Context: an optimization exercise on an open-source flow, tuned for small area and a short achievable clock period. The choices shown serve that exercise and are no tape-out recipe.
At most, simulation tests tie the RTL to the original design; equivalence was not proved.
Power and IR drop assume default switching activity.

Design chip_link_tx, start of the top module:
module chip_link_tx
(
    input  wire                   clk,
    input  wire                   rst_n,
    input  wire [link_pkg::word_width-1:0]  s_tdata,
    input  wire                   s_tvalid,
    output logic                  s_tready,
    output logic                  tik,
    output logic [link_pkg::lane_width-1:0] lane_data,
    output logic                  lane_valid,
    output logic                  lane_par,
    input  wire                   link_ready,
    input  wire                   link_err
);
    localparam int RN = 15;    
    logic [63:0]   mem [0:RN-1];
    logic [RN-1:0] woh;         
    logic [RN-1:0] rsel;        
    logic [3:0]    rcount;      
    logic          rnempty;     
    logic          full;        
    logic          full_o;      
    logic [63:0]   head;
    logic          hv;          
    logic [63:0]   hold;
    logic [3:0]    zg;          
    logic          p_lane;      
    logic          st_act, st_data, st_rwait, st_cmd, st_twait;
    logic          lv_o;        
    logic [2:0]    lane_cnt;
    logic          tik_flag, end_flag;
    logic          tik_o;       
    logic          par_o;
    logic          ready_d, ready_2d, err_d, err_2d;
    logic          ld_q;        
    logic          adv_q;       
    logic          en_hi_q;     
    logic          en_md_q;     
    logic          en_lo_q;     
    logic st_idle, wr, take_head, pop, push;
    logic ready_high, ready_low, err_low;
    logic last_lane, busy, done, head_cmd;
    assign st_idle    = !st_act;
  ...
export LEC_CHECK = 0
export CAP_MARGIN = 20
export CORE_MARGIN = 2
export CORE_UTILIZATION = 55
export SETUP_SLACK_MARGIN = 2.5
export SLEW_MARGIN = 20
export TNS_END_PERCENT = 5
create_clock -name core_clock -period 4.5 [get_ports {clk}]
run.sh (not shown) runs the stock make flow with config.mk's settings and CLKGATE_MAP_FILE= SYNTH_SCRIPT=/design/flow/synth_recipe.tcl, a recipe that flattens the netlist after the stock synthesis.
Next try:
--- a/flow/design.v
+++ b/flow/design.v
@@ -40,16 +40,17 @@
     output logic                  lane_par,
     input  wire                   link_ready,
     input  wire                   link_err
 );
     localparam int RN = 15;    
     logic [63:0]   mem [0:RN-1];
     logic [RN-1:0] woh;         
     logic [RN-1:0] rsel;        
+    logic [RN-1:0] rsel_b;      
     logic [3:0]    rcount;      
     logic          rnempty;     
     logic          full;        
     logic          full_o;      
     logic [63:0]   head;
     logic          hv;          
     logic [63:0]   hold;
     logic [3:0]    zg;          
@@ -76,44 +77,53 @@
     assign wr         = s_tvalid & !full;
     assign take_head  = st_idle | !hv;           
     assign pop        = take_head & rnempty;
     assign push       = wr & !(take_head & !rnempty);
     assign head_cmd   = (head[58:56] == link_pkg::kind_tik);
     assign last_lane  = lane_cnt[2];
     assign busy       = tik_flag | end_flag;
     assign done       = &zg;
-    logic [63:0] hdata;
+    logic [RN-1:0] hsel, hsel_b;
+    logic          hsel_in, hkeep;
+    assign hsel    = rsel & {RN{take_head}};
+    assign hsel_b  = rsel_b & {RN{take_head}};
+    assign hsel_in = take_head & !rnempty;
+    assign hkeep   = !take_head;
+    logic [63:0] head_nx;
     always_comb begin
-        hdata[63:32] = s_tdata[63:32] & {32{!rnempty}};
-        hdata[31:0]  = s_tdata[31:0]  & {32{!rnempty}};
+        head_nx = (s_tdata & {64{hsel_in}}) | (head & {64{hkeep}});
         for (int i = 0; i < RN; i++) begin
-            hdata[63:32] = hdata[63:32] | (mem[i][63:32] & {32{rsel[i]}});
-            hdata[31:0]  = hdata[31:0]  | (mem[i][31:0]  & {32{rsel[i]}});
+            head_nx[63:32] = head_nx[63:32] | (mem[i][63:32] & {32{hsel_b[i]}});
+            head_nx[31:0]  = head_nx[31:0]  | (mem[i][31:0]  & {32{hsel[i]}});
         end
     end
     always_ff @(posedge clk or negedge rst_n) begin
         if (!rst_n) begin
             woh     <= RN'(1);
             rsel    <= '0;
+            rsel_b  <= '0;
             rcount  <= '0;
             rnempty <= 1'b0;
             full    <= 1'b0;
             full_o  <= 1'b0;
             hv      <= 1'b0;
         end else begin
             if (push) woh <= {woh[RN-2:0], woh[RN-1]};
             if (pop) begin
                 if (rcount == 4'd1 && !push) begin
                     rsel   <= '0;
+                    rsel_b <= '0;
                 end else begin
                     rsel   <= {rsel[RN-2:0], rsel[RN-1]};
+                    rsel_b <= {rsel_b[RN-2:0], rsel_b[RN-1]};
                 end
             end else if (push && !rnempty) begin
                 rsel   <= woh;
+                rsel_b <= woh;
             end
             if (push && !pop) begin
                 rcount  <= rcount + 4'd1;
                 rnempty <= 1'b1;
                 full    <= (rcount == 4'd14);
             end else if (pop && !push) begin
                 rcount  <= rcount - 4'd1;
                 rnempty <= (rcount != 4'd1);
@@ -122,17 +132,17 @@
             full_o <= ((rcount == 4'd14) & push & !pop) | ((rcount == 4'd15) & !(pop & !push));
             if (take_head) hv <= rnempty | wr;
         end
     end
     always_ff @(posedge clk) begin
         for (int i = 0; i < RN; i++) if (s_tvalid && !full && woh[i]) mem[i] <= s_tdata;
     end
     always_ff @(posedge clk) begin
-        if (take_head) head <= hdata;
+        head <= head_nx;
     end
     always_ff @(posedge clk or negedge rst_n) begin
         if (!rst_n) begin
             ready_d  <= 1'b0;
             ready_2d <= 1'b0;
             err_d    <= 1'b0;
             err_2d   <= 1'b0;
         end else begin
Outcome: Total power drops by 2.4%; final area goes down by 0.92%; wire length shrinks by 9.2%; clock skew decreases by 0.0042 ns; synthesized cell count goes up by 10%; cell count is higher by 3.7%; critical path depth does not change; maximum frequency fell by 4.3%; die area rose by 1.6%; utilization falls by 1.7 points; worst setup slack degrades by 0.095 ns.
Function not checked in the first run of this note: the RTL went through the layout flow alone.

* * *

## before
The RTL this note starts from:
==> flow/design.v <==
`default_nettype none
package link_pkg;
    localparam int word_width      = 64;
    localparam int lane_width      = 16;
    localparam int lane_count      = 4;
    localparam int lane_idx_width  = $clog2(lane_count) + 1;
    localparam int fifo_depth_log2 = 4;
    localparam int length_width    = 32;
    localparam logic [2:0] kind_tik = 3'd3;
    typedef enum logic [2:0] {
        send_idle  = 3'd0,
        send_data  = 3'd1,
        ready_wait = 3'd2,
        tik_wait   = 3'd3,
        tik_end    = 3'd4
    } send_state_e;
    typedef union packed {
        logic [lane_count-1:0][lane_width-1:0] lanes;
        struct packed {
            logic [4:0]              rsvd_hi;
            logic [2:0]              kind;
            logic [22:0]             rsvd_lo;
            logic                    end_flag;
            logic [length_width-1:0] length;
        } cmd;
    } link_word_u;
endpackage
`default_nettype wire
`default_nettype none
module chip_link_tx
(
    input  wire                   clk,
    input  wire                   rst_n,
    input  wire [link_pkg::word_width-1:0]  s_tdata,
    input  wire                   s_tvalid,
    output logic                  s_tready,
    output logic                  tik,
    output logic [link_pkg::lane_width-1:0] lane_data,
    output logic                  lane_valid,
    output logic                  lane_par,
    input  wire                   link_ready,
    input  wire                   link_err
);
    localparam int RN = 15;    
    logic [63:0]   mem [0:RN-1];
    logic [RN-1:0] woh;         
    logic [RN-1:0] rsel;        
    logic [3:0]    rcount;      
    logic          rnempty;     
    logic          full;        
    logic          full_o;      
    logic [63:0]   head;
    logic          hv;          
    logic [63:0]   hold;
    logic [3:0]    zg;          
    logic          p_lane;      
    logic          st_act, st_data, st_rwait, st_cmd, st_twait;
    logic          lv_o;        
    logic [2:0]    lane_cnt;
    logic          tik_flag, end_flag;
    logic          tik_o;       
    logic          par_o;
    logic          ready_d, ready_2d, err_d, err_2d;
    logic          ld_q;        
    logic          adv_q;       
    logic          kp_hi_q;     
    logic          kp_md_q;     
    logic          kp_lo_q;     
    logic st_idle, wr, take_head, pop, push;
    logic ready_high, ready_low, err_low;
    logic last_lane, busy, done, head_cmd;
    assign st_idle    = !st_act;
    assign ready_high = ready_d & ready_2d;
    assign ready_low  = !ready_d & !ready_2d;
    assign err_low    = !err_d & !err_2d;
    assign wr         = s_tvalid & !full;
    assign take_head  = st_idle | !hv;           
    assign pop        = take_head & rnempty;
    assign push       = wr & !(take_head & !rnempty);
    assign head_cmd   = (head[58:56] == link_pkg::kind_tik);
    assign last_lane  = lane_cnt[2];
    assign busy       = tik_flag | end_flag;
    assign done       = &zg;
    logic [RN-1:0] hsel;
    logic          hsel_in, hkeep;
    assign hsel    = rsel & {RN{take_head}};
    assign hsel_in = take_head & !rnempty;
    assign hkeep   = !take_head;
    logic [63:0] head_nx;
    always_comb begin
        head_nx = (s_tdata & {64{hsel_in}}) | (head & {64{hkeep}});
        for (int i = 0; i < RN; i++) head_nx = head_nx | (mem[i] & {64{hsel[i]}});
    end
    always_ff @(posedge clk or negedge rst_n) begin
        if (!rst_n) begin
            woh     <= RN'(1);
            rsel    <= '0;
            rcount  <= '0;
            rnempty <= 1'b0;
            full    <= 1'b0;
            full_o  <= 1'b0;
            hv      <= 1'b0;
        end else begin
            if (push) woh <= {woh[RN-2:0], woh[RN-1]};
            if (pop) begin
                if (rcount == 4'd1 && !push) begin
                    rsel   <= '0;
                end else begin
                    rsel   <= {rsel[RN-2:0], rsel[RN-1]};
                end
            end else if (push && !rnempty) begin
                rsel   <= woh;
            end
            if (push && !pop) begin
                rcount  <= rcount + 4'd1;
                rnempty <= 1'b1;
                full    <= (rcount == 4'd14);
            end else if (pop && !push) begin
                rcount  <= rcount - 4'd1;
                rnempty <= (rcount != 4'd1);
                full    <= 1'b0;
            end
            full_o <= ((rcount == 4'd14) & push & !pop) | ((rcount == 4'd15) & !(pop & !push));
            if (take_head) hv <= rnempty | wr;
        end
    end
    always_ff @(posedge clk) begin
        for (int i = 0; i < RN; i++) if (s_tvalid && !full && woh[i]) mem[i] <= s_tdata;
    end
    always_ff @(posedge clk) begin
        head <= head_nx;
    end
    always_ff @(posedge clk or negedge rst_n) begin
        if (!rst_n) begin
            ready_d  <= 1'b0;
            ready_2d <= 1'b0;
            err_d    <= 1'b0;
            err_2d   <= 1'b0;
        end else begin
            ready_d  <= link_ready;
            ready_2d <= ready_d;
            err_d    <= link_err;
            err_2d   <= err_d;
        end
    end
    logic n_idle, n_data, n_rwait, n_cmd, n_twait, n_adv;
    always_comb begin
        n_idle  = (st_idle & !hv) | (st_rwait & ready_low & last_lane) | (st_twait & !busy);
        n_data  = (st_idle & hv & !head_cmd) | (st_data & !ready_high) |
                  (st_rwait & ready_low & !last_lane);
        n_rwait = (st_data & ready_high) | (st_rwait & !ready_low);
        n_cmd   = st_idle & hv & head_cmd;
        n_twait = st_cmd | (st_twait & busy);
        n_adv   = n_data & link_ready & ready_d & !link_err & !err_d;
    end
    always_ff @(posedge clk or negedge rst_n) begin
        if (!rst_n) begin
            st_act   <= 1'b0;
            st_data  <= 1'b0;
            st_rwait <= 1'b0;
            st_cmd   <= 1'b0;
            st_twait <= 1'b0;
            lv_o     <= 1'b0;
            ld_q     <= 1'b0;
            adv_q    <= 1'b0;
            kp_hi_q  <= 1'b0;
            kp_md_q  <= 1'b0;
            kp_lo_q  <= 1'b0;
        end else begin
            st_act   <= !n_idle;
            st_data  <= n_data;
            st_rwait <= n_rwait;
            st_cmd   <= n_cmd;
            st_twait <= n_twait;
            lv_o     <= (st_idle & hv & !head_cmd) | (lv_o & !ready_high) |
                        (st_rwait & ready_low & !last_lane);
            ld_q     <= n_idle;
            adv_q    <= n_adv;
            kp_hi_q  <= !(n_idle | n_adv);
            kp_md_q  <= !(n_idle | n_adv | n_twait);
            kp_lo_q  <= !(n_idle | n_twait);
        end
    end
    always_ff @(posedge clk or negedge rst_n) begin
        if (!rst_n) begin
            lane_cnt <= '0;
        end else if (st_rwait && ready_low && last_lane) begin
            lane_cnt <= '0;
        end else if (adv_q) begin
            lane_cnt <= lane_cnt + 3'd1;
        end
    end
    logic [31:0] hold_dec;
    logic [3:0]  bin;
    logic [3:0]  zg_dec;
    logic [3:0]  zg_head;
    assign bin = {zg[2] & zg[1] & zg[0], zg[1] & zg[0], zg[0], 1'b1};
    always_comb begin
        for (int k = 0; k < 4; k++) begin
            hold_dec[8*k +: 8] = bin[k] ? hold[8*k +: 8] - 8'd1 : hold[8*k +: 8];
            zg_dec[k]          = bin[k] ? (hold[8*k +: 8] == 8'd1) : zg[k];
            zg_head[k]         = (head[8*k +: 8] == 8'd0);
        end
    end
    logic        p_lane_nx;
    logic [63:0] hold_nx;
    logic [3:0]  zg_nx;
    always_comb begin
        hold_nx[63:32] = (head[63:32] & {32{ld_q}}) | (hold[47:16] & {32{adv_q}}) |
                         (hold[63:32] & {32{kp_hi_q}});
        hold_nx[31:16] = (head[31:16] & {16{ld_q}}) | (hold[15:0] & {16{adv_q}}) |
                         (hold_dec[31:16] & {16{st_twait}}) | (hold[31:16] & {16{kp_md_q}});
        hold_nx[15:0]  = (head[15:0] & {16{ld_q}}) | (hold_dec[15:0] & {16{st_twait}}) |
                         (hold[15:0] & {16{kp_lo_q}});
        zg_nx          = (zg_head & {4{ld_q}}) | (zg_dec & {4{st_twait}}) | (zg & {4{kp_lo_q}});
        p_lane_nx      = (ld_q & ^head[63:48]) | (adv_q & ^hold[47:32]) | (kp_hi_q & p_lane);
    end
    always_ff @(posedge clk) begin
        hold   <= hold_nx;
        zg     <= zg_nx;
        p_lane <= p_lane_nx;
    end
    always_ff @(posedge clk or negedge rst_n) begin
        if (!rst_n) begin
            par_o <= 1'b0;
        end else begin
            par_o <= n_data & p_lane_nx;
        end
    end
    always_ff @(posedge clk or negedge rst_n) begin
        if (!rst_n) begin
            tik_flag <= 1'b0;
            end_flag <= 1'b0;
            tik_o    <= 1'b0;
        end else begin
            if (st_cmd) begin
                tik_flag <= !hold[32];
                end_flag <= hold[32];
            end else if (done) begin
                tik_flag <= 1'b0;
                end_flag <= 1'b0;
            end
            tik_o <= (st_cmd & !hold[32]) | (tik_o & !done);
        end
    end
    assign s_tready   = !full_o;
    assign tik        = tik_o;
    assign lane_valid = lv_o;
    assign lane_data  = hold[63:48];
    assign lane_par   = par_o;
endmodule
`default_nettype wire
==> flow/config.mk <==
export PLATFORM = sky130hd
export DESIGN_NAME = chip_link_tx
export DESIGN_NICKNAME = chip_link_tx
export VERILOG_FILES = /design/flow/design.v
export SDC_FILE = /design/flow/constraint.sdc
export NUM_CORES = 4
export LEC_CHECK = 0
export CAP_MARGIN = 20
export CORE_MARGIN = 2
export CORE_UTILIZATION = 55
export SETUP_SLACK_MARGIN = 2.5
export SLEW_MARGIN = 20
export TNS_END_PERCENT = 5
==> flow/constraint.sdc <==
create_clock -name core_clock -period 4.5 [get_ports {clk}]
set_input_delay 0.9000 -clock core_clock [delete_from_list [all_inputs] [get_ports {clk}]]
set_output_delay 0.9000 -clock core_clock [all_outputs]
set_load 0.01 [all_outputs]
What after does differently from before at the input level:
diff --git a/flow/design.v b/flow/design.v
--- a/flow/design.v
+++ b/flow/design.v
@@ -62,11 +62,11 @@
     logic          par_o;
     logic          ready_d, ready_2d, err_d, err_2d;
     logic          ld_q;        
     logic          adv_q;       
-    logic          kp_hi_q;     
-    logic          kp_md_q;     
-    logic          kp_lo_q;     
+    logic          en_hi_q;     
+    logic          en_md_q;     
+    logic          en_lo_q;     
     logic st_idle, wr, take_head, pop, push;
     logic ready_high, ready_low, err_low;
     logic last_lane, busy, done, head_cmd;
     assign st_idle    = !st_act;
@@ -162,11 +162,11 @@
             st_twait <= 1'b0;
             lv_o     <= 1'b0;
             ld_q     <= 1'b0;
             adv_q    <= 1'b0;
-            kp_hi_q  <= 1'b0;
-            kp_md_q  <= 1'b0;
-            kp_lo_q  <= 1'b0;
+            en_hi_q  <= 1'b0;
+            en_md_q  <= 1'b0;
+            en_lo_q  <= 1'b0;
         end else begin
             st_act   <= !n_idle;
             st_data  <= n_data;
             st_rwait <= n_rwait;
@@ -175,11 +175,11 @@
             lv_o     <= (st_idle & hv & !head_cmd) | (lv_o & !ready_high) |
                         (st_rwait & ready_low & !last_lane);
             ld_q     <= n_idle;
             adv_q    <= n_adv;
-            kp_hi_q  <= !(n_idle | n_adv);
-            kp_md_q  <= !(n_idle | n_adv | n_twait);
-            kp_lo_q  <= !(n_idle | n_twait);
+            en_hi_q  <= n_idle | n_adv;
+            en_md_q  <= n_idle | n_adv | n_twait;
+            en_lo_q  <= n_idle | n_twait;
         end
     end
     always_ff @(posedge clk or negedge rst_n) begin
         if (!rst_n) begin
@@ -201,24 +201,15 @@
             zg_dec[k]          = bin[k] ? (hold[8*k +: 8] == 8'd1) : zg[k];
             zg_head[k]         = (head[8*k +: 8] == 8'd0);
         end
     end
-    logic        p_lane_nx;
-    logic [63:0] hold_nx;
-    logic [3:0]  zg_nx;
-    always_comb begin
-        hold_nx[63:32] = (head[63:32] & {32{ld_q}}) | (hold[47:16] & {32{adv_q}}) |
-                         (hold[63:32] & {32{kp_hi_q}});
-        hold_nx[31:16] = (head[31:16] & {16{ld_q}}) | (hold[15:0] & {16{adv_q}}) |
-                         (hold_dec[31:16] & {16{st_twait}}) | (hold[31:16] & {16{kp_md_q}});
-        hold_nx[15:0]  = (head[15:0] & {16{ld_q}}) | (hold_dec[15:0] & {16{st_twait}}) |
-                         (hold[15:0] & {16{kp_lo_q}});
-        zg_nx          = (zg_head & {4{ld_q}}) | (zg_dec & {4{st_twait}}) | (zg & {4{kp_lo_q}});
-        p_lane_nx      = (ld_q & ^head[63:48]) | (adv_q & ^hold[47:32]) | (kp_hi_q & p_lane);
-    end
+    logic p_lane_nx;
+    assign p_lane_nx = en_hi_q ? (ld_q ? ^head[63:48] : ^hold[47:32]) : p_lane;
     always_ff @(posedge clk) begin
-        hold   <= hold_nx;
-        zg     <= zg_nx;
+        if (en_hi_q) hold[63:32] <= ld_q ? head[63:32] : hold[47:16];
+        if (en_md_q) hold[31:16] <= ld_q ? head[31:16] : (adv_q ? hold[15:0] : hold_dec[31:16]);
+        if (en_lo_q) hold[15:0]  <= ld_q ? head[15:0]  : hold_dec[15:0];
+        if (en_lo_q) zg          <= ld_q ? zg_head     : zg_dec;
         p_lane <= p_lane_nx;
     end
     always_ff @(posedge clk or negedge rst_n) begin
         if (!rst_n) begin
Notes after the runs:
after: no failed stages, no open violations at the end
In the route summary, after ends up with a via count below that of before.
Width of the die (lower): before
Compared with before, in after data arrival time of the critical path +1380 ps; count of inverters not on the clock network in the layout now sits lower; portion of the clock cycle consumed by the worst path in the final layout down 0.43 points.

what the ideal ports hide:
In the flow no input, the clock included, has a driving cell. The finished layouts below were timed again as built, in two steps. Step 1, drivers: a clkbuf_16 drives clk and a buf_2 each remaining input, both assumed. Step 2 times the ports against the registers' clock, not the clock port: input delays grow and output delays shrink by t, the midpoint of the rising clock arrivals with the driver on. Three values: ideal ports, drivers, drivers and shift; two values: the first two.
run	shift t [ns]	slack for setup (ns)	latest minus earliest clock arrival (ns)	pins driven straight from the clock port
the first run of note 1	0.738	2.388 / 2.323 / 1.752	0.029 / 0.029	1
the second run of note 1	0.760	2.293 / 2.223 / 1.638	0.024 / 0.025	1
before	0.739	2.340 / 2.271 / 1.844	0.027 / 0.028	1
after	0.740	2.359 / 2.318 / 1.796	0.016 / 0.015	1
After both steps setup and hold are still met in every run listed. The setup slack of the second run of note 1, which loses most, moves by -0.070 ns with the drivers and by -0.655 ns with both steps.
